Source: an optimization exercise on an open RTL-to-GDS flow (aim: small area). Production flows keep margins and buffers that such runs may drop. Where RTL was checked, it was by simulation tests only, not by an equivalence proof against the original. No functional check of the RTL was part of run 7. Power is estimated from default activity; no workload was simulated.

File: flow/config.mk
export PLATFORM = sky130hd
export DESIGN_NAME = fmc_pbit_rx_deser
export DESIGN_NICKNAME = fmc_pbit_rx_deser
export VERILOG_FILES = /design/flow/design.v
export SDC_FILE = /design/flow/constraint.sdc
export NUM_CORES = 4
export LEC_CHECK = 0
export CAP_MARGIN = 20
export CORE_MARGIN = 2
export CORE_UTILIZATION = 40
export SLEW_MARGIN = 20
export SYNTH_HIERARCHICAL = 1
File: flow/constraint.sdc
create_clock -name core_clock -period 8.0 [get_ports {clk}]
set_input_delay 1.6000 -clock core_clock [delete_from_list [all_inputs] [get_ports {clk}]]
set_output_delay 1.6000 -clock core_clock [all_outputs]
set_load 0.01 [all_outputs]
File: flow/design.v
module fmc_pbit_rx_deser #(
  parameter int DATA_WIDTH     = 30,
  parameter int NUM_PBITS      = 1369,
  parameter int NUM_WORDS      = (NUM_PBITS + DATA_WIDTH - 1) / DATA_WIDTH,
  parameter int TIMEOUT_CYCLES = 64
) (
  input  logic                  clk,
  input  logic                  rst,
  input  logic [DATA_WIDTH-1:0] link_data,
  input  logic                  link_valid,
  input  logic                  link_sof,
  input  logic                  hold,
  output logic [NUM_PBITS-1:0]  pbits_out,
  output logic                  frame_done,
  output logic [15:0]           frame_count,
  output logic                  err_sync,
  output logic                  err_timeout,
  output logic                  err_overrun
);
  localparam int WCW = $clog2(NUM_WORDS);
  localparam int GCW = $clog2(TIMEOUT_CYCLES);
  localparam int SW  = (NUM_WORDS - 1) * DATA_WIDTH;    
  localparam int LW  = NUM_PBITS - SW;                  
  logic           collect_q, commit_q;                  
  logic [WCW-1:0] wcnt_q;                               
  logic [GCW-1:0] gap_q;                                
  logic [SW-1:0]  shadow_q;
  logic [LW-1:0]  last_q;
  logic [NUM_PBITS-1:0] pbits_q;
  logic [15:0]    cnt_q;
  logic           done_q, sync_q, tout_q, ovr_q;
  logic sof, word, release_c, start, push, last, tout;
  assign sof       = link_valid & link_sof;
  assign word      = link_valid & ~link_sof;
  assign release_c = commit_q & ~hold;
  assign start     = sof & (~commit_q | ~hold);
  assign last      = collect_q & word & (wcnt_q == WCW'(NUM_WORDS - 1));
  assign push      = start | (collect_q & word & ~last);
  assign tout      = collect_q & ~link_valid & (&gap_q);
  logic push_n, last_n, com, com_n;
  assign push_n = ~push;
  assign last_n = ~last;
  assign com    = release_c & ~rst;
  assign com_n  = ~release_c & ~rst;
  logic [SW-1:0]        shadow_d;
  logic [LW-1:0]        last_d;
  logic [NUM_PBITS-1:0] pbits_d;
  fmc_pbit_rx_deser_ao #(SW) u_shadow_ao (
    .a(push), .x({link_data, shadow_q[SW-1:DATA_WIDTH]}), .b(push_n), .y(shadow_q), .z(shadow_d));
  fmc_pbit_rx_deser_ao #(LW) u_last_ao (
    .a(last), .x(link_data[LW-1:0]), .b(last_n), .y(last_q), .z(last_d));
  fmc_pbit_rx_deser_ao #(NUM_PBITS) u_pbits_ao (
    .a(com), .x({last_q, shadow_q}), .b(com_n), .y(pbits_q), .z(pbits_d));
  always_ff @(posedge clk) begin
    shadow_q <= shadow_d;
    last_q   <= last_d;
    pbits_q  <= pbits_d;
  end
  always_ff @(posedge clk) begin
    if (rst) begin
      collect_q <= 1'b0;
      commit_q  <= 1'b0;
      wcnt_q    <= '0;
      gap_q     <= '0;
      cnt_q     <= '0;
      done_q    <= 1'b0;
      sync_q    <= 1'b0;
      tout_q    <= 1'b0;
      ovr_q     <= 1'b0;
    end else begin
      done_q <= release_c;
      sync_q <= ~commit_q & link_valid & (collect_q ? link_sof : ~link_sof);
      tout_q <= tout;
      ovr_q  <= commit_q & (hold ? link_valid : word);
      if (release_c) cnt_q <= cnt_q + 16'd1;
      if (start) begin
        collect_q <= 1'b1;
        commit_q  <= 1'b0;
        wcnt_q    <= WCW'(1);
      end else if (last) begin
        collect_q <= 1'b0;
        commit_q  <= 1'b1;
      end else if (collect_q & word) begin
        wcnt_q    <= wcnt_q + WCW'(1);
      end else if (tout | release_c) begin
        collect_q <= 1'b0;
        commit_q  <= 1'b0;
      end
      if (~collect_q | link_valid | tout) gap_q <= '0;
      else gap_q <= gap_q + GCW'(1);
    end
  end
  assign pbits_out   = pbits_q;
  assign frame_done  = done_q;
  assign frame_count = cnt_q;
  assign err_sync    = sync_q;
  assign err_timeout = tout_q;
  assign err_overrun = ovr_q;
endmodule
module fmc_pbit_rx_deser_ao #(
  parameter int W = 1
) (
  input  logic         a,
  input  logic [W-1:0] x,
  input  logic         b,
  input  logic [W-1:0] y,
  output logic [W-1:0] z
);
  assign z = ({W{a}} & x) | ({W{b}} & y);
endmodule
File: flow/flow/run.sh
#!/bin/bash
# The standard ORFS layout, with two changes to how it is built:
#  - ports are buffered with the smallest buffer (buf_1) instead of the default pick;
#  - the clock tree uses clkbuf_4 with small sink clusters and no dummy loads.
# Everything else (synthesis, floorplan, power grid, placement, routing) is standard.sh as is.
set -euo pipefail
export BUFFER_PORTS_ARGS="-buffer_cell sky130_fd_sc_hd__buf_1"
export CTS_ARGS="-sink_clustering_enable -repair_clock_nets -dont_use_dummy_load -buf_list sky130_fd_sc_hd__clkbuf_4 -sink_clustering_size 8 -sink_clustering_max_diameter 40"
bash standard.sh > standard_make.log 2>&1
File: flow/standard.sh
#!/bin/bash
# synth_recipe.tcl (not shown) runs the flow's synth.tcl, then flattens the netlist and writes it again
# the make line also repeats each setting of config.mk as NAME=value (left out here)
make -C /OpenROAD-flow-scripts/flow DESIGN_CONFIG=/design/flow/config.mk WORK_HOME=/design/flow/orfs CLKGATE_MAP_FILE= SYNTH_SCRIPT=/design/flow/synth_recipe.tcl "${@:-finish}"
==> flow_metrics.env, run 1 <==
export IMPL_drv_cap=0
export IMPL_critPathArrivalTime_ps=5450
export IMPL_cp_slowest_stage_delay_ps=740
export IMPL_port_buffers=1423
export IMPL_regArea_sq_um=55500
export IMPL_overflow=0
export IMPL_clk_pin_slew_ps=80
export IMPL_clockBufferDepth=4
export IMPL_crit_fanout=191
export IMPL_track_usage_pct=24.6
export IMPL_synthDistinctLibCells=44
export IMPL_startpoint_type="flip-flop"
export IMPL_multi_input_area_sq_um=24800
export IMPL_synth_top_area_cell="dfxtp_1"
export IMPL_cts_sinks=2772
export IMPL_core_sq_um=209000
export IMPL_cts_setup_buffers=0
export IMPL_numCtsBuffers=428
export IMPL_drv_slew=0
export IMPL_pre_cts_slack_ps=2810
export IMPL_power_density_nw_per_um2=252
export IMPL_synth_area_leaders="dfxtp_1 66%, a22o_1 29%, buf_2 3.0%, buf_6 1.2%, nor2_1 0.13%"
export IMPL_synth_top_cells_by_count="2772 x dfxtp_1, 2738 x a22o_1, 509 x buf_2"
export IMPL_clk_latency_ps=1450
export IMPL_dr_pass1_iters=6
export IMPL_worstSetupPathType="reg2reg"
export IMPL_setup_tns_ps=0
export IMPL_initial_core_util_pct=40.2
export IMPL_grt_pass1_wl_mm=395
export IMPL_clockRootBuffer="clkbuf_4"
export IMPL_rsz0062_at_grt="no"
export IMPL_place_gp_congestion=0.884
export IMPL_finalHoldViolations=0
export IMPL_dp_hpwl_mm=191
export IMPL_synth_edf_count=0
export IMPL_setup_ws_ps=3830
export IMPL_path_common_cell="buf_12"
export IMPL_vias_per_cell=5.73
export IMPL_drt_iter0_drc=5453
export IMPL_die_w_microns=462
export IMPL_post_route_min_period_ps=4170
export IMPL_synth_top_cell_area_share_pct=66.1
export IMPL_grt_max_degree=231
export IMPL_critical_path_top_delay_family="buffers and inverters"
export IMPL_end_kind="flip-flop"
export IMPL_area_growth_pct=10.9
export IMPL_setup_viol=0
export IMPL_placedCellCount=9920
export IMPL_skew_ps=162
export IMPL_cp_required_ps=9290
export IMPL_vias=59300
export IMPL_synth_ff_type="dfxtp_1"
export IMPL_syn_area_sq_um=84000
export IMPL_cts_tree="done"
export IMPL_cp_num_buf_inv=3
export IMPL_drt_wl_total_mm=281
export IMPL_finalNetCount=7584
export IMPL_hp_class="reg2reg"
export IMPL_synthArstFlopShare_pct=0
export IMPL_fin_crit_sh_pct=52.1
export IMPL_instances_no_fill=10400
export IMPL_synth_seq_cells=2772
export IMPL_yosysMostFrequentCell="dfxtp_1"
export IMPL_synth_nets=6297
export IMPL_postCtsHoldBufs=0
export IMPL_std_cell_rows=168
export IMPL_fmax_ghz=0.240
export IMPL_htreeDepth=5
export IMPL_die_y_microns=462
export IMPL_synth_area_per_cell_sq_um=13.4
export IMPL_worst_ir_drop_vdd_uv=167
export IMPL_slowest_stage="buf_4"
export IMPL_cts_resized=0
export IMPL_ant_nets=0
export IMPL_regToRegSetupSlack_ps=3830
export IMPL_antenna_found_initial=7
export IMPL_drive_gt1_share_pct=6.50
export IMPL_dieArea_sq_um=214000
export IMPL_ys_warn_count=7
export IMPL_nFillCells=19400
export IMPL_worst_pin_slew_ps=1430
export IMPL_grt_pass1_vias=55700
export IMPL_status="finished clean"
export IMPL_crit_chain="ha_1 > nor2b_1 > a31oi_1 > a31oi_4 > buf_12 > buf_4 > buf_12 > a22o_1"
export IMPL_routedWlPerCell_microns=27.2
export IMPL_pin_count=1424
export IMPL_syn_instance_count=6258
export IMPL_power_mw=23.5
export IMPL_slew_headroom_pct=4.98
export IMPL_p_leak_nw=35.6
export IMPL_drc_errors=0
export IMPL_synth_seq_area_share_pct=66.1
==> path summary, 6_finish.rpt <==
check / from / to / cells past startpoint
setup / recovery: wcnt_q[0]$_SDFFE_PP0P_ / shadow_q[249]$_DFF_P_ / 8
hold / removal: shadow_q[872]$_DFF_P_ / shadow_q[842]$_DFF_P_ / 1
setup reg to reg: wcnt_q[0]$_SDFFE_PP0P_ / shadow_q[249]$_DFF_P_ / 8
hold reg to reg: shadow_q[872]$_DFF_P_ / shadow_q[842]$_DFF_P_ / 1
==> kinds of logic after synthesis <==
| kind of cell | count (synthesis) | synth area share [%] |
|---|---|---|
| buffers and inverters | 621 | 4.38 |
| multiplexers | 4 | 0.0521 |
| adder cells (fa/ha/maj) | 4 | 0.0596 |
| AND/OR/NAND/NOR | 83 | 0.539 |
| XOR/XNOR | 20 | 0.209 |
| flip-flops | 2772 | 66.1 |
| AO/OA/AOI/OAI | 2754 | 28.7 |
==> layer usage <==
metal	track usage (%)	vias up	share of wire [%]
met3	8.70	515	9.0
met4	12.2	4	5.1
met1	30.4	29700	40
met5	0	-	0.011
met2	38.0	2354	45
li1	-	26800	-
==> power by group <==
group | total [mW] | leakage, nW | internal (mW) | switching (mW)
sequential | 15.4 | 22.4 | 14.5 | 0.848
combinational | 1.13 | 11.2 | 0.531 | 0.599
clock | 6.97 | 1.97 | 2.44 | 4.53
total | 23.5 | 35.6 | 17.5 | 5.98
==> sequential cells by signal, indices dropped and copies added (netlist names) <==
name,count
pbits_q,1369
shadow_q,1350
last_q,19
cnt_q,16
gap_q,6
wcnt_q,6
collect_q,1
commit_q,1
done_q,1
ovr_q,1
sync_q,1
tout_q,1
==> cell type report <==
class / count / area share [%]
Tap cell: 2805 / 3.77
Sequential cell: 2772 / 59.6
Inverter: 7 / 0.0363
Antenna cell: 8 / 0.0215
Timing Repair Buffer: 1471 / 6.45
Multi-Input combinational cell: 2865 / 26.7
Clock buffer: 428 / 3.45
==> cell usage in the layout (no fill, tap or decap), types with 2 or more instances in the layout <==
cell	count
a31oi_1	2
or3_1	3
o21ai_0	2
ha_1	4
xnor2_1	10
a22o_1	2738
clkbuf_4	428
nand2b_1	2
dfxtp_1	2772
buf_4	24
a21oi_1	5
nand3_1	11
inv_1	5
nor3_1	3
buf_12	24
diode_2	8
mux2_2	3
xor2_1	10
and2_1	2
nand3b_1	2
nand2_1	10
nor2_1	28
nand4_1	4
nor2b_1	6
buf_1	1422
==> metrics by stage <==
stage	hold slack, ps	util, %	cell area [sq um]
after floorplan	418	-	84000
after global placement	428	43.0	89900
after detailed placement	442	43.0	89900
after CTS	169	44.5	93100
after global routing	214	44.5	93100
final	370	44.5	93100
==> inputs of run 2 (changes only) <==
--- a/flow/config.mk
+++ b/flow/config.mk
@@ -8,5 +8,6 @@
 export CAP_MARGIN = 20
 export CORE_MARGIN = 2
 export CORE_UTILIZATION = 40
+export PLACE_DENSITY = 0.8
 export SLEW_MARGIN = 20
 export SYNTH_HIERARCHICAL = 1
==> flow_metrics.env, run 2 <==
export IMPL_synth_top_area_cell="dfxtp_1"
export IMPL_fin_crit_sh_pct=51.3
export IMPL_drc_errors=0
export IMPL_clk_pin_slew_ps=90
export IMPL_postCtsHoldBufs=0
export IMPL_grt_max_degree=237
export IMPL_synthArstFlopShare_pct=0
export IMPL_synth_ff_type="dfxtp_1"
export IMPL_crit_fanout=174
export IMPL_skew_ps=223
export IMPL_critPathArrivalTime_ps=5320
export IMPL_worstReg2RegStart="wcnt_q[1]$_SDFFE_PP0P_"
export IMPL_nFillCells=18900
export IMPL_slew_headroom_pct=13.3
export IMPL_grt_pass1_vias=56200
export IMPL_synth_area_per_cell_sq_um=13.4
export IMPL_status="finished clean"
export IMPL_cp_num_buf_inv=4
export IMPL_top_regs="pbits_q: 1369 flops, shadow_q: 1350 flops, last_q: 19 flops"
export IMPL_drt_iter0_drc=6613
export IMPL_die_w_microns=462
export IMPL_routedWlPerCell_microns=26.2
export IMPL_vias=60900
export IMPL_synth_edf_count=0
export IMPL_htreeDepth=5
export IMPL_worst_ir_drop_vdd_uv=171
export IMPL_cts_tree="done"
export IMPL_clk_latency_ps=1460
export IMPL_critical_path_top_delay_family="buffers and inverters"
export IMPL_syn_area_sq_um=84000
export IMPL_ant_nets=0
export IMPL_multi_input_area_sq_um=24800
export IMPL_hp_start="shadow_q[1322]$_DFF_P_"
export IMPL_regToRegSetupSlack_ps=3900
export IMPL_synth_seq_area_share_pct=66.1
export IMPL_die_y_microns=462
export IMPL_drv_slew=0
export IMPL_crit_chain="inv_1 > ha_1 > nor2b_1 > a31oi_1 > a31oi_4 > buf_12 > buf_4 > buf_4 > a22o_1"
export IMPL_end_kind="flip-flop"
export IMPL_ys_warn_count=7
export IMPL_synth_top_cells_by_count="2772 x dfxtp_1, 2738 x a22o_1, 509 x buf_2"
export IMPL_cts_sinks=2772
export IMPL_synth_top_cell_area_share_pct=66.1
export IMPL_area_growth_pct=10.8
export IMPL_dr_pass1_iters=9
export IMPL_startpoint_type="flip-flop"
export IMPL_pin_count=1424
export IMPL_drive_gt1_share_pct=6.32
export IMPL_rsz0062_at_grt="no"
export IMPL_path_common_cell="buf_4"
export IMPL_largest_reg_flops=1369
export IMPL_port_buffers=1423
export IMPL_r2r_end="shadow_q[321]$_DFF_P_"
export IMPL_place_gp_congestion=0.944
export IMPL_std_cell_rows=168
export IMPL_final_util_pct=44.5
export IMPL_synthDistinctLibCells=44
export IMPL_holdPathStages=1
export IMPL_worst_pin_slew_ps=1300
export IMPL_dp_hpwl_mm=186
export IMPL_vias_per_cell=5.88
export IMPL_numCtsBuffers=413
export IMPL_cp_slowest_stage_delay_ps=720
export IMPL_syn_instance_count=6258
export IMPL_grt_pass1_wl_mm=382
export IMPL_initial_core_util_pct=40.2
export IMPL_hp_class="reg2reg"
export IMPL_drv_cap=0
export IMPL_slowest_stage="buf_4"
export IMPL_regMostFlops="pbits_q"
export IMPL_layout_commonest_cell="dfxtp_1"
export IMPL_fmax_ghz=0.244
export IMPL_setup_tns_ps=0
export IMPL_clockBufferDepth=4
export IMPL_final_cell_mix="2772 x dfxtp_1, 2738 x a22o_1, 1423 x buf_1"
export IMPL_overflow=0
export IMPL_power_density_nw_per_um2=252
export IMPL_finalHoldViolations=0
export IMPL_core_sq_um=209000
export IMPL_drt_wl_total_mm=271
export IMPL_setup_viol=0
export IMPL_post_route_min_period_ps=4100
export IMPL_clockRootBuffer="clkbuf_4"
export IMPL_track_usage_pct=23.5
export IMPL_cts_resized=0
export IMPL_cp_required_ps=9220
export IMPL_cts_setup_buffers=0
export IMPL_synth_seq_cells=2772
export IMPL_regArea_sq_um=55500
export IMPL_antenna_found_initial=19
export IMPL_synth_nets=6297
export IMPL_dieArea_sq_um=214000
export IMPL_finalNetCount=7572
export IMPL_worstSetupPathType="reg2reg"
export IMPL_ff2ff_path_depth=9
export IMPL_p_leak_nw=35.5
export IMPL_whs_endpoint="shadow_q[1292]$_DFF_P_"
export IMPL_synth_area_leaders="dfxtp_1 66%, a22o_1 29%, buf_2 3.0%, buf_6 1.2%, nor2_1 0.13%"
export IMPL_yosysMostFrequentCell="dfxtp_1"
run 2: worst register-to-register path, delay by kind of cell, from the launching register on:
family          cells  cell delay, ps
simple gates        1             190
flops               1             350
compound gates      3             810
fa+ha+maj           1             150
buf+inv             4            2500
run 2: final cells by class:
type,count,area share [%]
Antenna cell,15,0.0403
Sequential cell,2772,59.6
Inverter,7,0.0363
Multi-Input combinational cell,2865,26.7
Timing Repair Buffer,1474,6.48
Clock buffer,413,3.33
Tap cell,2805,3.77
run 2: routing by layer:
| metal | routed length, microns | track usage, % | up-vias |
|---|---|---|---|
| li1 | - | - | 26700 |
| met1 | 105000 | 28.8 | 30200 |
| met2 | 119000 | 35.0 | 3187 |
| met3 | 25900 | 7.05 | 718 |
| met4 | 21300 | 17.0 | 24 |
| met5 | 189 | 0 | - |
run 2: cells by family (layout without fill, tap and decap cells):
family	after synthesis	after routing	synth area share, %
AOI/OAI and AO/OA	2754	2754	28.7
and+or+nand+nor	83	83	0.539
DFF	2772	2772	66.1
other	0	15	0
muxes	4	4	0.0521
xor gates and xnor gates	20	20	0.209
buffers and inverters	621	1894	4.38
adders and majority gates	4	4	0.0596
run 2: worst max-delay path by stage:
stage	slack, ps	from	cells past startpoint	to
2_1_floorplan	4850	link_valid	9	shadow_q[1320]$_DFF_P_
3_3_place_gp	2970	link_sof	8	shadow_q[272]$_DFF_P_
3_5_place_dp	2880	link_sof	8	shadow_q[321]$_DFF_P_
4_1_cts	3820	pbits_q[94]$_DFF_P_	1	pbits_out[94]
5_1_grt	3800	wcnt_q[1]$_SDFFE_PP0P_	9	shadow_q[262]$_DFF_P_
6_report	3900	wcnt_q[1]$_SDFFE_PP0P_	9	shadow_q[321]$_DFF_P_
run 2: report_power, final:
part	switching [mW]	internal (mW)	total (mW)
clock network	4.45	2.36	6.81
registers	0.952	14.5	15.5
logic	0.597	0.536	1.13
run 2: metrics by stage:
step / setup WS, ps / area (sq um) / cells / hold slack [ps] / total power [mW]
CTS: 3820 / 93000 / 10300 / 190 / 23.5
finish: 3900 / 93100 / 10400 / 386 / 23.4
floorplan: 4850 / 84000 / 6258 / 418 / 16.3
detailed placement: 2880 / 89900 / 9922 / 450 / 16.9
global placement: 2970 / 89900 / 9922 / 427 / 16.8
global route: 3800 / 93000 / 10300 / 279 / 24.3
==> inputs of run 3 (changes only) <==
--- a/flow/config.mk
+++ b/flow/config.mk
@@ -6,8 +6,8 @@
 export NUM_CORES = 4
 export LEC_CHECK = 0
 export CAP_MARGIN = 20
-export CORE_MARGIN = 2
-export CORE_UTILIZATION = 40
+export CORE_AREA = 2 2 998 178
+export DIE_AREA = 0 0 1000 180
 export PLACE_DENSITY = 0.8
 export SLEW_MARGIN = 20
 export SYNTH_HIERARCHICAL = 1
==> flow_metrics.env, run 3 <==
export IMPL_synth_top_cell_area_share_pct=66.1
export IMPL_cts_resized=0
export IMPL_post_route_min_period_ps=4080
export IMPL_skew_ps=133
export IMPL_hp_class="reg2reg"
export IMPL_overflow=0
export IMPL_finalNetCount=7541
export IMPL_place_gp_congestion=0.928
export IMPL_clk_latency_ps=1280
export IMPL_area_growth_pct=9.90
export IMPL_ff2ff_path_depth=8
export IMPL_synth_top_cells_by_count="2772 x dfxtp_1, 2738 x a22o_1, 509 x buf_2"
export IMPL_syn_instance_count=6258
export IMPL_hp_start="shadow_q[29]$_DFF_P_"
export IMPL_worst_pin_slew_ps=1240
export IMPL_dieArea_sq_um=180000
export IMPL_setup_viol=0
export IMPL_startpoint_type="input port"
export IMPL_routedWlPerCell_microns=25.1
export IMPL_clkPwrFrac_pct=29.0
export IMPL_synth_seq_cells=2772
export IMPL_synth_area_leaders="dfxtp_1 66%, a22o_1 29%, buf_2 3.0%, buf_6 1.2%, nor2_1 0.13%"
export IMPL_cp_slowest_stage_delay_ps=700
export IMPL_p_leak_nw=35.4
export IMPL_synthDistinctLibCells=44
export IMPL_drc_errors=0
export IMPL_r2r_end="shadow_q[304]$_DFF_P_"
export IMPL_final_cell_mix="2772 x dfxtp_1, 2738 x a22o_1, 1423 x buf_1"
export IMPL_core_sq_um=173000
export IMPL_pin_count=1424
export IMPL_setup_tns_ps=0
export IMPL_rsz0062_at_grt="no"
export IMPL_cp_required_ps=9080
export IMPL_grt_pass1_wl_mm=363
export IMPL_synth_edf_count=0
export IMPL_crit_fanout=186
export IMPL_htreeDepth=5
export IMPL_yosysMostFrequentCell="dfxtp_1"
export IMPL_status="finished clean"
export IMPL_antenna_found_initial=6
export IMPL_synth_seq_area_share_pct=66.1
export IMPL_nFillCells=14600
export IMPL_fmax_ghz=0.245
export IMPL_cts_setup_buffers=0
export IMPL_p_sw_mw=6.03
export IMPL_layout_commonest_cell="dfxtp_1"
export IMPL_drv_slew=0
export IMPL_grt_max_degree=236
export IMPL_critPathArrivalTime_ps=5160
export IMPL_power_mw=23.3
export IMPL_clk_pin_slew_ps=100
export IMPL_synth_area_per_cell_sq_um=13.4
export IMPL_power_density_nw_per_um2=253
export IMPL_finalHoldViolations=0
export IMPL_synth_nets=6297
export IMPL_port_buffers=1423
export IMPL_worst_ir_drop_vdd_uv=117
export IMPL_numCtsBuffers=388
export IMPL_synth_ff_type="dfxtp_1"
export IMPL_cts_sinks=2772
export IMPL_std_cell_rows=64
export IMPL_critical_path_top_delay_family="buffers and inverters"
export IMPL_holdPathStages=1
export IMPL_worstSetupPathType="in2reg"
export IMPL_dr_pass1_iters=6
export IMPL_whs_endpoint="pbits_q[29]$_DFF_P_"
export IMPL_end_kind="flip-flop"
export IMPL_drt_iter0_drc=7541
export IMPL_cts_tree="done"
export IMPL_ys_warn_count=7
export IMPL_regToRegSetupSlack_ps=3980
export IMPL_ant_nets=0
export IMPL_largest_reg_flops=1369
export IMPL_syn_area_sq_um=84000
export IMPL_slowest_stage="buf_4"
export IMPL_top_regs="pbits_q: 1369 flops, shadow_q: 1350 flops, last_q: 19 flops"
export IMPL_path_common_cell="buf_12"
export IMPL_drt_wl_total_mm=248
export IMPL_vias_per_cell=6.08
export IMPL_crit_chain="buf_1 > nand3b_1 > a31oi_1 > a31oi_4 > buf_12 > buf_12 > buf_4 > a22o_1"
export IMPL_fin_crit_sh_pct=51.0
export IMPL_dp_hpwl_mm=164
export IMPL_clockRootBuffer="clkbuf_4"
export IMPL_initial_core_util_pct=48.5
export IMPL_postCtsHoldBufs=0
export IMPL_worstReg2RegStart="wcnt_q[0]$_SDFFE_PP0P_"
export IMPL_drive_gt1_share_pct=5.93
export IMPL_pwr_share_seq_pct=66.1
export IMPL_clockBufferDepth=4
export IMPL_power_frac_comb_pct=4.9
export IMPL_netSwitchingFraction_pct=25.9
export IMPL_track_usage_pct=25.7
export IMPL_power_internal_mw=17.3
export IMPL_vias=60100
export IMPL_die_w_mm=1.00
export IMPL_cp_num_buf_inv=4
export IMPL_slew_headroom_pct=17.4
export IMPL_regMostFlops="pbits_q"
export IMPL_synthArstFlopShare_pct=0
export IMPL_grt_pass1_vias=55700
export IMPL_drv_cap=0
export IMPL_die_y_microns=180
export IMPL_synth_top_area_cell="dfxtp_1"
run 3: final cells by class:
| class | count | area [sq um] | share of cell area, % |
|---|---|---|---|
| Antenna cell | 5 | 12.5 | 0.0136 |
| Multi-Input combinational cell | 2865 | 24800 | 26.9 |
| Inverter | 7 | 33.8 | 0.0366 |
| Tap cell | 2376 | 2970 | 3.22 |
| Sequential cell | 2772 | 55500 | 60.1 |
| Timing Repair Buffer | 1468 | 6030 | 6.53 |
| Clock buffer | 388 | 2910 | 3.16 |
run 3: cell families (layout without fill, tap and decap cells):
kind of cell	Yosys count	after routing	synth area share, %
xor gates and xnor gates	20	20	0.209
adders and majority gates	4	4	0.0596
other	0	5	0
AOI/OAI and AO/OA	2754	2754	28.7
buffers and inverters	621	1863	4.38
and+or+nand+nor	83	83	0.539
muxes	4	4	0.0521
DFF	2772	2772	66.1
run 3: metrics by stage:
stage / worst slack [ps] / std cells / utilization [%] / instance area [sq um] / hold slack, ps
3_3_place_gp: 3010 / 9488 / 51.6 / 89400 / 430
5_1_grt: 3840 / 9878 / 53.3 / 92300 / 385
4_1_cts: 4130 / 9876 / 53.3 / 92300 / 382
2_1_floorplan: 4850 / 6258 / - / 84000 / 418
3_5_place_dp: 2930 / 9488 / 51.6 / 89400 / 446
6_report: 3920 / 9881 / 53.3 / 92300 / 358
run 3: how the worst max path moves through the flow:
stage                                      start                endpoint  slack [ps]  cells after the start
final                                   link_sof   shadow_q[304]$_DFF_P_        3920                      8
after global routing      wcnt_q[0]$_SDFFE_PP0P_   shadow_q[215]$_DFF_P_        3840                      8
after CTS                 wcnt_q[0]$_SDFFE_PP0P_   shadow_q[304]$_DFF_P_        4130                      8
after detailed placement                link_sof   shadow_q[304]$_DFF_P_        2930                      8
after global placement                  link_sof   shadow_q[583]$_DFF_P_        3010                      8
after floorplan                       link_valid  shadow_q[1320]$_DFF_P_        4850                      9
run 3: power by group through the flow:
stage / clock network (mW) / registers (mW) / logic, mW
global route: 7.47 / 15.5 / 1.23
floorplan: 0 / 15.3 / 1.01
detailed placement: 0 / 15.7 / 1.11
global placement: 0 / 15.7 / 1.07
finish: 6.76 / 15.4 / 1.14
CTS: 6.82 / 15.4 / 1.12
run 3: routing by layer:
metal  global-route usage [%]  wire length, microns
met5                        0                    13
met1                     35.3                104000
met2                     38.9                111000
met3                     4.02                 17200
met4                     15.0                 15500
run 3: worst register-to-register path, delay by kind of cell (launching register included):
kind	cells	cell delay, ps
AOI/OAI and AO/OA	3	850
adders and majority gates	1	210
buffers and inverters	3	2240
DFF	1	430
and+or+nand+nor	1	210
==> inputs of run 4 (changes only) <==
==> flow/flow/run.sh (replaced) <==
#!/bin/bash
# The standard ORFS layout, with two changes to how it is built:
#  - ports are buffered with the smallest buffer (buf_1) instead of the default pick;
#  - the clock tree uses clkbuf_4 with small sink clusters and no dummy loads.
# Everything else (synthesis, floorplan, power grid, placement, routing) is standard.sh as is.
set -euo pipefail
export BUFFER_PORTS_ARGS="-buffer_cell sky130_fd_sc_hd__buf_1"
export CTS_ARGS="-sink_clustering_enable -repair_clock_nets -dont_use_dummy_load -buf_list sky130_fd_sc_hd__clkbuf_4 -sink_clustering_size 10 -sink_clustering_max_diameter 40"
bash standard.sh > standard_make.log 2>&1
==> flow_metrics.env, run 4 <==
export IMPL_finalHoldViolations=0
export IMPL_pre_cts_slack_ps=2930
export IMPL_top_regs="pbits_q: 1369 flops, shadow_q: 1350 flops, last_q: 19 flops"
export IMPL_initial_core_util_pct=48.5
export IMPL_syn_instance_count=6258
export IMPL_worstReg2RegStart="wcnt_q[0]$_SDFFE_PP0P_"
export IMPL_synth_top_cells_by_count="2772 x dfxtp_1, 2738 x a22o_1, 509 x buf_2"
export IMPL_grt_pass1_wl_mm=361
export IMPL_finalNetCount=7472
export IMPL_synth_nets=6297
export IMPL_worst_pin_slew_ps=1230
export IMPL_synth_area_per_cell_sq_um=13.4
export IMPL_setup_tns_ps=0
export IMPL_r2r_end="shadow_q[493]$_DFF_P_"
export IMPL_regMostFlops="pbits_q"
export IMPL_final_util_pct=53.0
export IMPL_area_growth_pct=9.29
export IMPL_synth_area_leaders="dfxtp_1 66%, a22o_1 29%, buf_2 3.0%, buf_6 1.2%, nor2_1 0.13%"
export IMPL_whs_endpoint="shadow_q[738]$_DFF_P_"
export IMPL_vias_per_cell=6.10
export IMPL_synth_edf_count=0
export IMPL_pin_count=1424
export IMPL_placedCellCount=9488
export IMPL_fmax_ghz=0.246
export IMPL_dieArea_sq_um=180000
export IMPL_critPathArrivalTime_ps=5150
export IMPL_drv_cap=0
export IMPL_htreeDepth=5
export IMPL_grt_max_degree=236
export IMPL_track_usage_pct=25.6
export IMPL_path_common_cell="buf_12"
export IMPL_std_cell_rows=64
export IMPL_clockBufferDepth=4
export IMPL_p_leak_nw=35.1
export IMPL_dp_hpwl_mm=164
export IMPL_synthArstFlopShare_pct=0
export IMPL_postCtsHoldBufs=0
export IMPL_drt_iter0_drc=7736
export IMPL_ff2ff_path_depth=8
export IMPL_final_cell_mix="2772 x dfxtp_1, 2738 x a22o_1, 1423 x buf_1"
export IMPL_rsz0062_at_grt="no"
export IMPL_synth_top_cell_area_share_pct=66.1
export IMPL_synthDistinctLibCells=44
export IMPL_post_route_min_period_ps=4070
export IMPL_die_y_microns=180
export IMPL_overflow=0
export IMPL_vias=59800
export IMPL_synth_seq_cells=2772
export IMPL_cts_setup_buffers=0
export IMPL_crit_path_start="link_sof"
export IMPL_dr_pass1_iters=6
export IMPL_cp_slowest_stage_delay_ps=700
export IMPL_drive_gt1_share_pct=5.06
export IMPL_worstSetupPathType="in2reg"
export IMPL_synth_ff_type="dfxtp_1"
export IMPL_clockRootBuffer="clkbuf_4"
export IMPL_cp_required_ps=9090
export IMPL_status="finished clean"
export IMPL_worst_ir_drop_vdd_uv=130
export IMPL_end_kind="flip-flop"
export IMPL_instances_no_fill=9814
export IMPL_synth_top_area_cell="dfxtp_1"
export IMPL_setup_viol=0
export IMPL_yosysMostFrequentCell="dfxtp_1"
export IMPL_nFillCells=14700
export IMPL_place_gp_congestion=0.928
export IMPL_clk_pin_slew_ps=110
export IMPL_drt_wl_total_mm=247
export IMPL_die_w_mm=1.00
export IMPL_core_sq_um=173000
export IMPL_regToRegSetupSlack_ps=3960
export IMPL_cts_sinks=2772
export IMPL_syn_area_sq_um=84000
export IMPL_ys_warn_count=7
export IMPL_placed_area_sq_um=89400
export IMPL_regArea_sq_um=55500
export IMPL_routedWlPerCell_microns=25.1
export IMPL_holdPathStages=1
export IMPL_finalInstanceArea_sq_um=91800
export IMPL_synth_seq_area_share_pct=66.1
export IMPL_largest_reg_flops=1369
export IMPL_drc_errors=0
export IMPL_antenna_found_initial=6
export IMPL_grt_pass1_vias=55300
export IMPL_crit_fanout=186
export IMPL_hp_start="shadow_q[768]$_DFF_P_"
export IMPL_slowest_stage="buf_4"
export IMPL_slew_headroom_pct=18.0
export IMPL_setup_ws_ps=3930
export IMPL_ant_nets=0
export IMPL_cts_resized=0
export IMPL_skew_ps=148
export IMPL_startpoint_type="input port"
export IMPL_layout_commonest_cell="dfxtp_1"
export IMPL_hp_class="reg2reg"
export IMPL_cts_tree="done"
export IMPL_port_buffers=1423
export IMPL_multi_input_area_sq_um=24800
export IMPL_drv_slew=0
export IMPL_numCtsBuffers=319
export IMPL_crit_chain="buf_1 > nand3b_1 > a31oi_1 > a31oi_4 > buf_12 > buf_12 > buf_4 > a22o_1"
export IMPL_power_density_nw_per_um2=249
export IMPL_clk_latency_ps=1300
export IMPL_fin_crit_sh_pct=50.8
## run 4: cell counts after synthesis
Identical to the previous run, type by type.
## run 4: how the worst max path moves through the flow
stage,end,slack [ps],cells past startpoint
after global routing,shadow_q[215]$_DFF_P_,3810,8
final,shadow_q[493]$_DFF_P_,3930,8
after detailed placement,shadow_q[304]$_DFF_P_,2930,8
after CTS,shadow_q[493]$_DFF_P_,4120,8
after floorplan,shadow_q[1320]$_DFF_P_,4850,9
after global placement,shadow_q[583]$_DFF_P_,3010,8
## run 4: layout make-up
type	count	share of cell area (%)
Sequential cell	2772	60.5
Inverter	7	0.0368
Multi-Input combinational cell	2865	27.1
Timing Repair Buffer	1468	6.57
Antenna cell	7	0.0191
Tap cell	2376	3.24
Clock buffer	319	2.61
## run 4: worst max-delay path, delay by kind of cell
family                 cells  cell delay [ps]
and+or+nand+nor            1              260
AOI/OAI and AO/OA          3              750
buffers and inverters      4             2120
## run 4: per-stage QoR
stage          hold WS (ps)  power, mW
6_report                446       22.8
4_1_cts                 433       22.8
3_5_place_dp            446       16.8
3_3_place_gp            430       16.7
5_1_grt                 462       23.7
2_1_floorplan           418       16.3
## run 4: per-layer routing
layer | vias to the layer above | share of wire, % | global-route usage [%]
li1 | 26400 | - | -
met1 | 30100 | 42 | 35.1
met2 | 2650 | 45 | 38.8
met3 | 679 | 6.5 | 3.85
met4 | 2 | 6.5 | 15.0
met5 | - | 0.0049 | 0
## run 4: logic make-up (layout without fill, tap and decap cells)
family	after synthesis	in the layout	share of synthesized area [%]
AO/OA/AOI/OAI	2754	2754	28.7
XOR/XNOR	20	20	0.209
adder cells (fa/ha/maj)	4	4	0.0596
buffers and inverters	621	1794	4.38
flip-flops	2772	2772	66.1
multiplexers	4	4	0.0521
other	0	7	0
AND/OR/NAND/NOR	83	83	0.539
## run 4: where the power goes
part	internal (mW)	switching [mW]	total, mW
logic	0.536	0.603	1.14
clock network	1.85	4.39	6.24
registers	14.5	0.897	15.4
==> inputs of run 5 (changes only) <==
--- a/flow/config.mk
+++ b/flow/config.mk
@@ -6,8 +6,8 @@
 export NUM_CORES = 4
 export LEC_CHECK = 0
 export CAP_MARGIN = 20
-export CORE_AREA = 2 2 998 178
-export DIE_AREA = 0 0 1000 180
+export CORE_MARGIN = 2
+export CORE_UTILIZATION = 40
 export PLACE_DENSITY = 0.8
 export SLEW_MARGIN = 20
 export SYNTH_HIERARCHICAL = 1
==> flow_metrics.env, run 5 <==
export IMPL_vias_per_cell=5.87
export IMPL_rsz0062_at_grt="no"
export IMPL_largest_reg_flops=1369
export IMPL_grt_pass1_vias=55600
export IMPL_core_sq_um=209000
export IMPL_whs_endpoint="pbits_q[1232]$_DFF_P_"
export IMPL_fmax_ghz=0.238
export IMPL_dieArea_sq_um=214000
export IMPL_synth_top_cells_by_count="2772 x dfxtp_1, 2738 x a22o_1, 509 x buf_2"
export IMPL_grt_pass1_wl_mm=379
export IMPL_cp_slowest_stage_delay_ps=720
export IMPL_clk_pin_slew_ps=100
export IMPL_path_common_cell="buf_4"
export IMPL_die_w_microns=462
export IMPL_track_usage_pct=23.3
export IMPL_clkPwrFrac_pct=27.7
export IMPL_hp_class="reg2reg"
export IMPL_numCtsBuffers=354
export IMPL_regMostFlops="pbits_q"
export IMPL_clockRootBuffer="clkbuf_4"
export IMPL_std_cell_rows=168
export IMPL_worst_pin_slew_ps=1290
export IMPL_slew_headroom_pct=14.2
export IMPL_dp_hpwl_mm=186
export IMPL_synth_edf_count=0
export IMPL_netSwitchingFraction_pct=25.6
export IMPL_pwr_share_seq_pct=67.3
export IMPL_finalNetCount=7513
export IMPL_worstSetupPathType="reg2reg"
export IMPL_pre_cts_slack_ps=2880
export IMPL_drv_slew=0
export IMPL_ff2ff_path_depth=8
export IMPL_crit_fanout=174
export IMPL_antenna_found_initial=17
export IMPL_top_regs="pbits_q: 1369 flops, shadow_q: 1350 flops, last_q: 19 flops"
export IMPL_synthDistinctLibCells=44
export IMPL_r2r_end="shadow_q[352]$_DFF_P_"
export IMPL_drv_cap=0
export IMPL_place_gp_congestion=0.944
export IMPL_synth_seq_cells=2772
export IMPL_drc_errors=0
export IMPL_die_y_microns=462
export IMPL_holdPathStages=1
export IMPL_slowest_stage="buf_4"
export IMPL_power_frac_comb_pct=4.9
export IMPL_setup_viol=0
export IMPL_area_growth_pct=10.3
export IMPL_yosysMostFrequentCell="dfxtp_1"
export IMPL_cts_resized=0
export IMPL_ant_nets=0
export IMPL_p_leak_nw=35.3
export IMPL_skew_ps=191
export IMPL_layout_commonest_cell="dfxtp_1"
export IMPL_clk_latency_ps=1450
export IMPL_status="finished clean"
export IMPL_htreeDepth=5
export IMPL_pin_count=1424
export IMPL_synth_ff_type="dfxtp_1"
export IMPL_port_buffers=1423
export IMPL_routedWlPerCell_microns=26.2
export IMPL_postCtsHoldBufs=0
export IMPL_overflow=0
export IMPL_synth_nets=6297
export IMPL_end_kind="flip-flop"
export IMPL_syn_instance_count=6258
export IMPL_p_sw_mw=5.89
export IMPL_synth_area_per_cell_sq_um=13.4
export IMPL_worst_ir_drop_vdd_uv=163
export IMPL_cts_setup_buffers=0
export IMPL_finalHoldViolations=0
export IMPL_startpoint_type="flip-flop"
export IMPL_regToRegSetupSlack_ps=3800
export IMPL_setup_ws_ps=3800
export IMPL_synth_top_cell_area_share_pct=66.1
export IMPL_post_route_min_period_ps=4200
export IMPL_fin_crit_sh_pct=52.5
export IMPL_vias=60400
export IMPL_power_internal_mw=17.1
export IMPL_cts_sinks=2772
export IMPL_synthArstFlopShare_pct=0
export IMPL_cp_required_ps=9210
export IMPL_synth_area_leaders="dfxtp_1 66%, a22o_1 29%, buf_2 3.0%, buf_6 1.2%, nor2_1 0.13%"
export IMPL_syn_area_sq_um=84000
export IMPL_ys_warn_count=7
export IMPL_synth_top_area_cell="dfxtp_1"
export IMPL_initial_core_util_pct=40.2
export IMPL_critPathArrivalTime_ps=5400
export IMPL_clockBufferDepth=4
export IMPL_dr_pass1_iters=6
export IMPL_drt_iter0_drc=6459
export IMPL_power_density_nw_per_um2=248
export IMPL_cts_tree="done"
export IMPL_crit_chain="ha_1 > nor2b_1 > a31oi_1 > a31oi_4 > buf_12 > buf_4 > buf_4 > a22o_1"
export IMPL_drive_gt1_share_pct=5.58
export IMPL_synth_seq_area_share_pct=66.1
export IMPL_grt_max_degree=237
export IMPL_worstReg2RegStart="wcnt_q[0]$_SDFFE_PP0P_"
export IMPL_setup_tns_ps=0
export IMPL_hp_start="shadow_q[1232]$_DFF_P_"
export IMPL_nFillCells=18900
export IMPL_final_cell_mix="2772 x dfxtp_1, 2738 x a22o_1, 1423 x buf_1"
export IMPL_drt_wl_total_mm=270
## run 5: cell counts after synthesis
No cell type changed its count.
## run 5: per-layer routing
layer	vias to the layer above	track usage, %	part of all wire, %
met5	-	0	0.041
met4	18	18.3	8.7
met3	731	6.92	9.7
met2	3128	34.3	43
met1	29900	28.6	39
li1	26600	-	-
## run 5: critical path, delay by kind of cell, from the launching register on
family | cells | cell delay, ps
buf+inv | 3 | 1900
simple gates | 1 | 200
compound gates | 3 | 790
fa+ha+maj | 1 | 190
flops | 1 | 440
## run 5: worst max path at each step
stage	from	to	slack, ps	depth (start not counted)
2_1_floorplan	link_valid	shadow_q[1320]$_DFF_P_	4850	9
4_1_cts	pbits_q[90]$_DFF_P_	pbits_out[90]	3830	1
5_1_grt	wcnt_q[0]$_SDFFE_PP0P_	shadow_q[261]$_DFF_P_	3700	8
6_report	wcnt_q[0]$_SDFFE_PP0P_	shadow_q[352]$_DFF_P_	3800	8
3_3_place_gp	link_sof	shadow_q[272]$_DFF_P_	2970	8
3_5_place_dp	link_sof	shadow_q[321]$_DFF_P_	2880	8
## run 5: cell type report
type                       instances  area [sq um]  share of cell area (%)
inverter                           7          33.8                  0.0365
timing repair buffer            1474          6030                    6.51
multi-input combinational       2865         24800                    26.8
antenna                           19          47.5                  0.0513
tap                             2805          3510                    3.79
clock buffer                     354          2660                    2.87
sequential                      2772         55500                    59.9
## run 5: stage by stage
stage | total power, mW | hold slack (ps) | utilization, % | cell area, sq um | instances
2_1_floorplan | 16.3 | 418 | - | 84000 | 6258
3_3_place_gp | 16.8 | 427 | 43.0 | 89900 | 9922
3_5_place_dp | 16.9 | 450 | 43.0 | 89900 | 9922
4_1_cts | 23.1 | 207 | 44.2 | 92500 | 10300
5_1_grt | 23.8 | 300 | 44.3 | 92600 | 10300
6_report | 23.0 | 404 | 44.3 | 92600 | 10300
## run 5: logic make-up after synthesis
kind of cell	count (synthesis)	synth area share [%]
and+or+nand+nor	83	0.539
xor gates and xnor gates	20	0.209
muxes	4	0.0521
AOI/OAI and AO/OA	2754	28.7
DFF	2772	66.1
adders and majority gates	4	0.0596
buffers and inverters	621	4.38
## run 5: power groups by stage
stage	Clock, mW	Combinational, mW	Sequential, mW
2_1_floorplan	0	1.01	15.3
3_3_place_gp	0	1.07	15.7
3_5_place_dp	0	1.12	15.7
4_1_cts	6.50	1.12	15.4
5_1_grt	7.04	1.23	15.5
6_report	6.38	1.13	15.5
==> inputs of run 6 (changes only) <==
==> flow/run.sh (new file) <==
#!/bin/bash
# synth_recipe.tcl (not shown) runs the flow's synth.tcl, then flattens the netlist and writes it again
# the make line also repeats each setting of config.mk as NAME=value (left out here)
make -C /OpenROAD-flow-scripts/flow DESIGN_CONFIG=/design/flow/config.mk WORK_HOME=/design/flow/orfs CLKGATE_MAP_FILE= SYNTH_SCRIPT=/design/flow/synth_recipe.tcl finish
--- a/flow/config.mk
+++ b/flow/config.mk
@@ -8,6 +8,5 @@
 export CAP_MARGIN = 20
 export CORE_MARGIN = 2
 export CORE_UTILIZATION = 40
-export PLACE_DENSITY = 0.8
 export SLEW_MARGIN = 20
 export SYNTH_HIERARCHICAL = 1
removed: flow/flow/run.sh
removed: flow/standard.sh
==> flow_metrics.env, run 6 <==
export IMPL_placedCellCount=9920
export IMPL_startpoint_type="input port"
export IMPL_cts_sinks=2772
export IMPL_synth_top_area_cell="dfxtp_1"
export IMPL_crit_fanout=121
export IMPL_holdWs_ps=451
export IMPL_yosysMostFrequentCell="dfxtp_1"
export IMPL_synth_compound_area_share_pct=28.7
export IMPL_place_gp_congestion=0.872
export IMPL_synthMuxAreaShare_pct=0.0521
export IMPL_final_cell_mix="2772 x dfxtp_1, 2738 x a22o_1, 1422 x clkdlybuf4s50_1"
export IMPL_end_kind="flip-flop"
export IMPL_synthDistinctLibCells=44
export IMPL_synth_nets=6297
export IMPL_setup_ws_ps=3930
export IMPL_cp_required_ps=8810
export IMPL_routedWlPerCell_microns=28.3
export IMPL_die_w_microns=462
export IMPL_p_leak_nw=41.6
export IMPL_fmax_ghz=0.245
export IMPL_vias_per_cell=5.65
export IMPL_worstSetupPathType="in2reg"
export IMPL_synth_xor_area_share_pct=0.209
export IMPL_power_mw=30.2
export IMPL_setup_viol=0
export IMPL_pin_count=1424
export IMPL_drv_slew=0
export IMPL_synth_area_per_cell_sq_um=13.4
export IMPL_clk_latency_ps=960
export IMPL_cts_setup_buffers=0
export IMPL_cts_resized=0
export IMPL_grt_met1_usage_pct=32.1
export IMPL_synth_top_family_by_area="compound AO/OA/AOI/OAI gates"
export IMPL_syn_area_sq_um=84000
export IMPL_worst_pin_slew_ps=1150
export IMPL_slew_headroom_pct=23.0
export IMPL_finalInstanceArea_sq_um=108000
export IMPL_drive_gt1_share_pct=6.66
export IMPL_drt_iter0_drc=5656
export IMPL_dieArea_sq_um=214000
export IMPL_grt_pass1_wl_mm=414
export IMPL_drc_errors=0
export IMPL_die_y_microns=462
export IMPL_synth_top_cell_area_share_pct=66.1
export IMPL_power_density_nw_per_um2=278
export IMPL_status="finished clean"
export IMPL_pre_cts_slack_ps=3020
export IMPL_top_regs="pbits_q: 1369 flops, shadow_q: 1350 flops, last_q: 19 flops"
export IMPL_slowest_stage="buf_4"
export IMPL_grt_pass1_vias=56400
export IMPL_initial_core_util_pct=40.2
export IMPL_finalHoldViolations=0
export IMPL_grt_util_met3_pct=8.81
export IMPL_gr_usage_met2_pct=41.4
export IMPL_finalNetCount=7456
export IMPL_instances_no_fill=10400
export IMPL_regMostFlops="pbits_q"
export IMPL_clk_pin_slew_ps=60
export IMPL_std_cell_rows=168
export IMPL_synth_seq_area_share_pct=66.1
export IMPL_postCtsHoldBufs=0
export IMPL_synth_fa_ha_area_share_pct=0.0596
export IMPL_layout_commonest_cell="dfxtp_1"
export IMPL_cts_tree="done"
export IMPL_clockBufferDepth=4
export IMPL_grt_busiest_layer="met2"
export IMPL_critical_path_top_delay_family="buffers and inverters"
export IMPL_critPathArrivalTime_ps=4890
export IMPL_placed_area_sq_um=98800
export IMPL_overflow=0
export IMPL_synth_area_leaders="dfxtp_1 66%, a22o_1 29%, buf_2 3.0%, buf_6 1.2%, nor2_1 0.13%"
export IMPL_grt_max_degree=241
export IMPL_syn_instance_count=6258
export IMPL_dp_hpwl_mm=200
export IMPL_crit_chain="clkdlybuf4s50_1 > nand3b_1 > a31oi_1 > a31oi_4 > inv_8 > buf_4 > a22o_1"
export IMPL_hp_class="reg2reg"
export IMPL_rsz0062_at_grt="no"
export IMPL_track_usage_pct=26.0
export IMPL_synth_ff_type="dfxtp_1"
export IMPL_synth_seq_cells=2772
export IMPL_skew_ps=76.4
export IMPL_ant_nets=0
export IMPL_drt_wl_total_mm=295
export IMPL_synthSimpleGateAreaFrac_pct=0.539
export IMPL_setup_tns_ps=0
export IMPL_post_route_min_period_ps=4070
export IMPL_synth_top_cells_by_count="2772 x dfxtp_1, 2738 x a22o_1, 509 x buf_2"
export IMPL_cp_slowest_stage_delay_ps=750
export IMPL_clockRootBuffer="clkbuf_16"
export IMPL_largest_reg_flops=1369
export IMPL_final_util_pct=51.9
export IMPL_port_buffers=1423
export IMPL_dr_pass1_iters=5
export IMPL_vias=58900
export IMPL_worst_ir_drop_vdd_uv=235
export IMPL_synthArstFlopShare_pct=0
export IMPL_core_sq_um=209000
export IMPL_antenna_found_initial=6
export IMPL_drv_cap=0
export IMPL_nFillCells=18000
export IMPL_area_growth_pct=29.2
export IMPL_fin_crit_sh_pct=50.9
export IMPL_synth_edf_count=0
export IMPL_ys_warn_count=7
export IMPL_cp_num_buf_inv=3
export IMPL_numCtsBuffers=299
export IMPL_htreeDepth=5
==> run 6: path summary, 6_finish.rpt <==
check | from | end | slack, ps | cells after the start
hold reg to reg | gap_q[0]$_SDFF_PP0_ | gap_q[0]$_SDFF_PP0_ | 450 | 1
hold / removal | gap_q[0]$_SDFF_PP0_ | gap_q[0]$_SDFF_PP0_ | 450 | 1
setup reg to reg | wcnt_q[0]$_SDFFE_PP0P_ | shadow_q[53]$_DFF_P_ | 4670 | 7
setup / recovery | link_valid | shadow_q[466]$_DFF_P_ | 3930 | 7
==> run 6: area by class of cell <==
| cell class | instances | area [sq um] | share of cell area (%) |
|---|---|---|---|
| sequential | 2772 | 55500 | 51.2 |
| multi-input combinational | 2865 | 24800 | 22.9 |
| timing repair buffer | 1472 | 15000 | 13.8 |
| clock buffer | 429 | 8710 | 8.03 |
| tap | 2805 | 3510 | 3.24 |
| clock inverter | 80 | 916 | 0.844 |
| inverter | 7 | 33.8 | 0.0311 |
| antenna | 4 | 10.0 | 0.00923 |
==> run 6: cells by family (layout without fill, tap and decap cells) <==
family / Yosys count / after routing
fa+ha+maj: 4 / 4
other cells: 0 / 4
mux: 4 / 4
compound gates: 2754 / 2754
simple gates: 83 / 83
flops: 2772 / 2772
buf+inv: 621 / 1988
xor+xnor: 20 / 20
==> run 6: routing by layer <==
layer | vias up | share of wire (%) | wire length (microns)
li1 | 26600 | - | -
met1 | 29700 | 41 | 120000
met2 | 2112 | 46 | 137000
met3 | 486 | 8.6 | 25300
met4 | 0 | 4.5 | 13200
met5 | - | 0 | 0
==> run 6: report_power, final <==
group	internal (mW)	leakage (nW)	total, mW	switching (mW)
sequential	14.6	22.4	15.4	0.829
clock	8.07	4.76	13.6	5.56
combinational	0.548	14.4	1.16	0.608
==> inputs of run 7 (changes only) <==
==> flow/design.v (replaced) <==
module fmc_pbit_rx_deser #(
  parameter int DATA_WIDTH     = 30,
  parameter int NUM_PBITS      = 1369,
  parameter int NUM_WORDS      = (NUM_PBITS + DATA_WIDTH - 1) / DATA_WIDTH,
  parameter int TIMEOUT_CYCLES = 64
) (
  input  logic                  clk,
  input  logic                  rst,
  input  logic [DATA_WIDTH-1:0] link_data,
  input  logic                  link_valid,
  input  logic                  link_sof,
  input  logic                  hold,
  output logic [NUM_PBITS-1:0]  pbits_out,
  output logic                  frame_done,
  output logic [15:0]           frame_count,
  output logic                  err_sync,
  output logic                  err_timeout,
  output logic                  err_overrun
);
  localparam int WCW = NUM_WORDS > 1 ? $clog2(NUM_WORDS) : 1;
  localparam int GCW = $clog2(TIMEOUT_CYCLES + 1);
  localparam int FW  = NUM_WORDS * DATA_WIDTH;
  localparam bit ONE = NUM_WORDS == 1;
  typedef enum logic [1:0] {IDLE, COLLECT, COMMIT} state_t;
  state_t               state_q, state_d;
  logic [WCW-1:0]       wcnt_q, wcnt_d;
  logic [GCW-1:0]       gap_q, gap_d;
  logic [FW-1:0]        shadow_q, shadow_d;
  logic [NUM_PBITS-1:0] pbits_q, pbits_d;
  logic [15:0]          cnt_q, cnt_d;
  logic                 done_q, done_d, sync_q, sync_d, tout_q, tout_d, ovr_q, ovr_d;
  logic                 sof, word;
  assign sof  = link_valid & link_sof;
  assign word = link_valid & ~link_sof;
  always_comb begin
    state_d  = state_q;
    wcnt_d   = wcnt_q;
    gap_d    = gap_q;
    shadow_d = shadow_q;
    pbits_d  = pbits_q;
    cnt_d    = cnt_q;
    done_d   = 1'b0;
    sync_d   = 1'b0;
    tout_d   = 1'b0;
    ovr_d    = 1'b0;
    case (state_q)
      IDLE: begin
        sync_d = word;
        if (sof) begin
          shadow_d[DATA_WIDTH-1:0] = link_data;
          wcnt_d  = WCW'(1);
          gap_d   = '0;
          state_d = ONE ? COMMIT : COLLECT;
        end
      end
      COLLECT: begin
        if (link_valid) begin
          shadow_d[(link_sof ? 0 : int'(wcnt_q)) * DATA_WIDTH +: DATA_WIDTH] = link_data;
          sync_d = link_sof;
          wcnt_d = link_sof ? WCW'(1) : wcnt_q + WCW'(1);
          gap_d  = '0;
          if (!link_sof && wcnt_q == WCW'(NUM_WORDS - 1)) begin
            state_d = COMMIT;
            wcnt_d  = '0;
          end
        end else begin
          gap_d = gap_q + GCW'(1);
          if (gap_d == GCW'(TIMEOUT_CYCLES)) begin
            tout_d  = 1'b1;
            state_d = IDLE;
            gap_d   = '0;
            wcnt_d  = '0;
          end
        end
      end
      COMMIT: begin
        ovr_d = hold ? link_valid : word;
        if (!hold) begin
          pbits_d = shadow_q[NUM_PBITS-1:0];
          done_d  = 1'b1;
          cnt_d   = cnt_q + 16'd1;
          state_d = IDLE;
          wcnt_d  = '0;
          if (sof) begin
            shadow_d[DATA_WIDTH-1:0] = link_data;
            wcnt_d  = WCW'(1);
            gap_d   = '0;
            state_d = ONE ? COMMIT : COLLECT;
          end
        end
      end
      default: state_d = IDLE;
    endcase
  end
  always_ff @(posedge clk) begin
    shadow_q <= shadow_d;
    if (rst) begin
      state_q <= IDLE;
      wcnt_q  <= '0;
      gap_q   <= '0;
      pbits_q <= '0;
      cnt_q   <= '0;
      done_q  <= 1'b0;
      sync_q  <= 1'b0;
      tout_q  <= 1'b0;
      ovr_q   <= 1'b0;
    end else begin
      state_q <= state_d;
      wcnt_q  <= wcnt_d;
      gap_q   <= gap_d;
      pbits_q <= pbits_d;
      cnt_q   <= cnt_d;
      done_q  <= done_d;
      sync_q  <= sync_d;
      tout_q  <= tout_d;
      ovr_q   <= ovr_d;
    end
  end
  assign pbits_out   = pbits_q;
  assign frame_done  = done_q;
  assign frame_count = cnt_q;
  assign err_sync    = sync_q;
  assign err_timeout = tout_q;
  assign err_overrun = ovr_q;
endmodule
--- a/flow/config.mk
+++ b/flow/config.mk
@@ -9,4 +9,3 @@
 export CORE_MARGIN = 2
 export CORE_UTILIZATION = 40
 export SLEW_MARGIN = 20
-export SYNTH_HIERARCHICAL = 1
==> flow_metrics.env, run 7 <==
export IMPL_status="finished clean"
export IMPL_synthArstFlopShare_pct=0
export IMPL_cts_tree="done"
export IMPL_synth_nets=11500
export IMPL_drc_errors=0
export IMPL_cp_slowest_stage_delay_ps=800
export IMPL_crit_fanout=18
export IMPL_synth_ff_type="dfxtp_1"
export IMPL_drv_cap=0
export IMPL_antenna_found_initial=15
export IMPL_area_growth_pct=31.7
export IMPL_post_route_min_period_ps=7330
export IMPL_finalInstanceArea_sq_um=150000
export IMPL_drt_wl_total_mm=566
export IMPL_wl_met3_mm=58.7
export IMPL_dp_hpwl_mm=415
export IMPL_routedWlPerCell_microns=33.0
export IMPL_ff2ff_path_depth=20
export IMPL_instances_no_fill=17200
export IMPL_clockRootBuffer="clkbuf_16"
export IMPL_synth_top_cell_area_share_pct=36.0
export IMPL_vias_per_cell=6.09
export IMPL_final_cell_mix="3449 x nand2_1, 1443 x a21oi_1, 1422 x clkdlybuf4s50_1"
export IMPL_holdPathStages=2
export IMPL_syn_instance_count=11400
export IMPL_skew_ps=55.4
export IMPL_p_leak_nw=50.4
export IMPL_power_mw=45.5
export IMPL_numCtsBuffers=304
export IMPL_power_density_nw_per_um2=302
export IMPL_die_y_microns=538
export IMPL_synth_top_cells_by_count="3459 x nand2_1, 1447 x a21oi_1, 1404 x dfxtp_1"
export IMPL_pre_cts_slack_ps=-45.1
export IMPL_whs_endpoint="pbits_q[127]$_SDFFE_PP0P_"
export IMPL_worst_ir_drop_vdd_uv=248
export IMPL_critPathArrivalTime_ps=8100
export IMPL_fmax_ghz=0.136
export IMPL_cts_sinks=2773
export IMPL_worstSetupPathType="in2reg"
export IMPL_finalNetCount=13200
export IMPL_initial_core_util_pct=40.1
export IMPL_postCtsHoldBufs=0
export IMPL_top_layer="met5"
export IMPL_cts_resized=0
export IMPL_htreeDepth=5
export IMPL_rsz0062_at_grt="no"
export IMPL_worstReg2RegStart="wcnt_q[0]$_SDFFE_PP0P_"
export IMPL_synth_top_area_cell="edfxtp_1"
export IMPL_synth_area_leaders="edfxtp_1 36%, dfxtp_1 25%, nand2_1 11%, a22o_1 6.8%, a21oi_1 6.3%"
export IMPL_overflow=0
export IMPL_path_common_cell="buf_4"
export IMPL_hp_start="pbits_q[127]$_SDFFE_PP0P_"
export IMPL_dieArea_sq_um=290000
export IMPL_core_sq_um=284000
export IMPL_end_kind="flip-flop"
export IMPL_nFillCells=25400
export IMPL_worst_pin_slew_ps=1250
export IMPL_placedCellCount=16600
export IMPL_port_buffers=1423
export IMPL_vias=104000
export IMPL_synthDistinctLibCells=97
export IMPL_fin_crit_sh_pct=91.6
export IMPL_final_util_pct=52.9
export IMPL_regToRegSetupSlack_ps=1080
export IMPL_grt_pass1_vias=97000
export IMPL_std_cell_rows=196
export IMPL_hp_class="reg2reg"
export IMPL_cts_setup_buffers=0
export IMPL_drv_slew=0
export IMPL_slew_headroom_pct=16.8
export IMPL_pin_count=1424
export IMPL_setup_viol=0
export IMPL_crit_chain="clkdlybuf4s50_1 > buf_12 > and2b_1 > inv_1 > ha_1 > ha_1 > fa_1 > inv_1 > fa_1 > buf_4 > xor2_1 > buf_4 > nand3_1 > nand2_2 > buf_12 > buf_4 > nand2_1 > o22ai_1 > nand2_1 > buf_4 > nor2_2 > a22o_1"
export IMPL_dr_pass1_iters=6
export IMPL_grt_pass1_wl_mm=772
export IMPL_wl_met2_mm=248
export IMPL_drive_gt1_share_pct=12.1
export IMPL_yosysMostFrequentCell="nand2_1"
export IMPL_layout_commonest_cell="nand2_1"
export IMPL_top_regs="pbits_q: 1369 flops, shadow_q: 1369 flops, cnt_q: 16 flops"
export IMPL_placed_area_sq_um=140000
export IMPL_track_usage_pct=37.6
export IMPL_clk_pin_slew_ps=60
export IMPL_grt_max_degree=191
export IMPL_ant_nets=0
export IMPL_drt_met1_wl_mm=225
export IMPL_die_w_microns=538
export IMPL_synth_seq_cells=2773
export IMPL_finalHoldViolations=0
export IMPL_ys_warn_count=1
export IMPL_r2r_end="shadow_q[880]$_DFFE_PP_"
export IMPL_synth_seq_area_share_pct=60.6
export IMPL_startpoint_type="input port"
export IMPL_synth_edf_count=1369
export IMPL_clockBufferDepth=4
export IMPL_place_gp_congestion=0.994
export IMPL_synth_area_per_cell_sq_um=9.98
export IMPL_clk_latency_ps=940
export IMPL_slowest_stage="nor2_2"
export IMPL_drt_iter0_drc=13100
export IMPL_syn_area_sq_um=114000
export IMPL_cp_required_ps=8770
export IMPL_setup_ws_ps=671
run 7: cell types whose count changed in the layout (fill, tap and decap cells not counted), sizes merged, moves of 851 or more:
| cell | change |
|---|---|
| a22o | -1848 |
| dfxtp | -1368 |
| nand2 | +3450 |
| a21oi | +1447 |
| buf | +851 |
| edfxtp | +1369 |
run 7: report_power, final:
part,switching [mW],internal (mW)
Clock,6.16,8.36
Sequential,0.648,16.2
Combinational,9.68,4.44
run 7: per-layer routing:
layer | vias to the layer above | track usage, %
met5 | - | 0
met4 | 6 | 19.8
met3 | 1020 | 8.37
met2 | 6471 | 56.6
met1 | 52400 | 50.5
li1 | 44600 | -
run 7: worst max-delay path by stage:
stage | end | depth (start not counted) | startpoint | slack [ps]
floorplan | wcnt_q[1]$_SDFFE_PP0P_ | 6 | link_valid | -4440
global placement | shadow_q[497]$_DFFE_PP_ | 22 | link_sof | -80
detailed placement | shadow_q[369]$_DFFE_PP_ | 22 | link_sof | -50
CTS | shadow_q[497]$_DFFE_PP_ | 22 | link_sof | 900
global route | shadow_q[1265]$_DFFE_PP_ | 22 | link_sof | 620
finish | shadow_q[880]$_DFFE_PP_ | 22 | link_sof | 670
run 7: metrics by stage:
stage / hold WS, ps / setup TNS [ps]
4_1_cts: 454 / 0
2_1_floorplan: 458 / -4386010
3_3_place_gp: 443 / -830
6_report: 453 / 0
5_1_grt: 467 / 0
3_5_place_dp: 446 / -355
run 7: kinds of logic (layout without fill, tap and decap cells):
| logic type | Yosys count | count (layout) | share of synthesized area (%) |
|---|---|---|---|
| mux | 89 | 89 | 1.03 |
| flops | 2773 | 2773 | 60.6 |
| xor+xnor | 29 | 29 | 0.253 |
| compound gates | 3467 | 3467 | 20.1 |
| buf+inv | 987 | 2938 | 3.46 |
| fa+ha+maj | 30 | 30 | 0.368 |
| other cells | 0 | 11 | 0 |
| simple gates | 4066 | 4066 | 14.1 |
run 7: critical path, delay by kind of cell:
| family | cells | cell delay (ps) |
|---|---|---|
| compound gates | 2 | 990 |
| xor+xnor | 1 | 190 |
| fa+ha+maj | 4 | 1720 |
| buf+inv | 9 | 1690 |
| simple gates | 6 | 1860 |
run 7: layout make-up:
cell class | count | area [sq um] | area share (%)
diodes | 11 | 27.5 | 0.0183
clock buffers | 444 | 8910 | 5.93
clock inverters | 122 | 1340 | 0.892
inverters | 49 | 184 | 0.122
multi-input cells | 7681 | 41600 | 27.7
flip-flops and latches | 2773 | 69200 | 46.0
well taps | 3762 | 4710 | 3.13
repair buffers | 2323 | 24400 | 16.2

what the ideal ports hide:
No port has a modelled driver above. Below, the same layouts with a new extraction and two added sets of constraints. Step 1 (the two cells are an assumption about what drives the block):
set clk [get_ports {clk}]
set_driving_cell -lib_cell sky130_fd_sc_hd__clkbuf_16 $clk
set_driving_cell -lib_cell sky130_fd_sc_hd__buf_2 [delete_from_list [all_inputs] $clk]
Step 2 times the ports against the registers' clock, not the clock port: input delays grow and output delays shrink by t, the midpoint of the rising clock arrivals with the driver on. Slacks: ideal ports / drivers / drivers and shift; pairs: ideal ports / drivers.
run	t (ns)	setup slack, ns	slew at the worst register clock pin (ns)	worst data-port slew with drivers (ns)
run 1	1.450	3.833 / 3.833 / 2.516	0.10 / 0.10	0.13
run 2	1.434	3.900 / 3.900 / 2.531	0.10 / 0.10	0.20
run 3	1.280	3.919 / 3.952 / 2.673	0.11 / 0.11	0.08
run 4	1.285	3.934 / 3.961 / 2.678	0.13 / 0.13	0.08
run 5	1.419	3.803 / 3.803 / 2.553	0.12 / 0.12	0.19
run 6	1.008	3.926 / 3.912 / 2.905	0.07 / 0.07	0.15
run 7	1.030	0.671 / 0.759 / -0.271	0.07 / 0.07	0.11
Met with ideal ports but missed after step 2: setup timing in run 7. The setup slack of run 2, which loses most, moves by 0.000 ns with the drivers and by -1.369 ns with both steps.
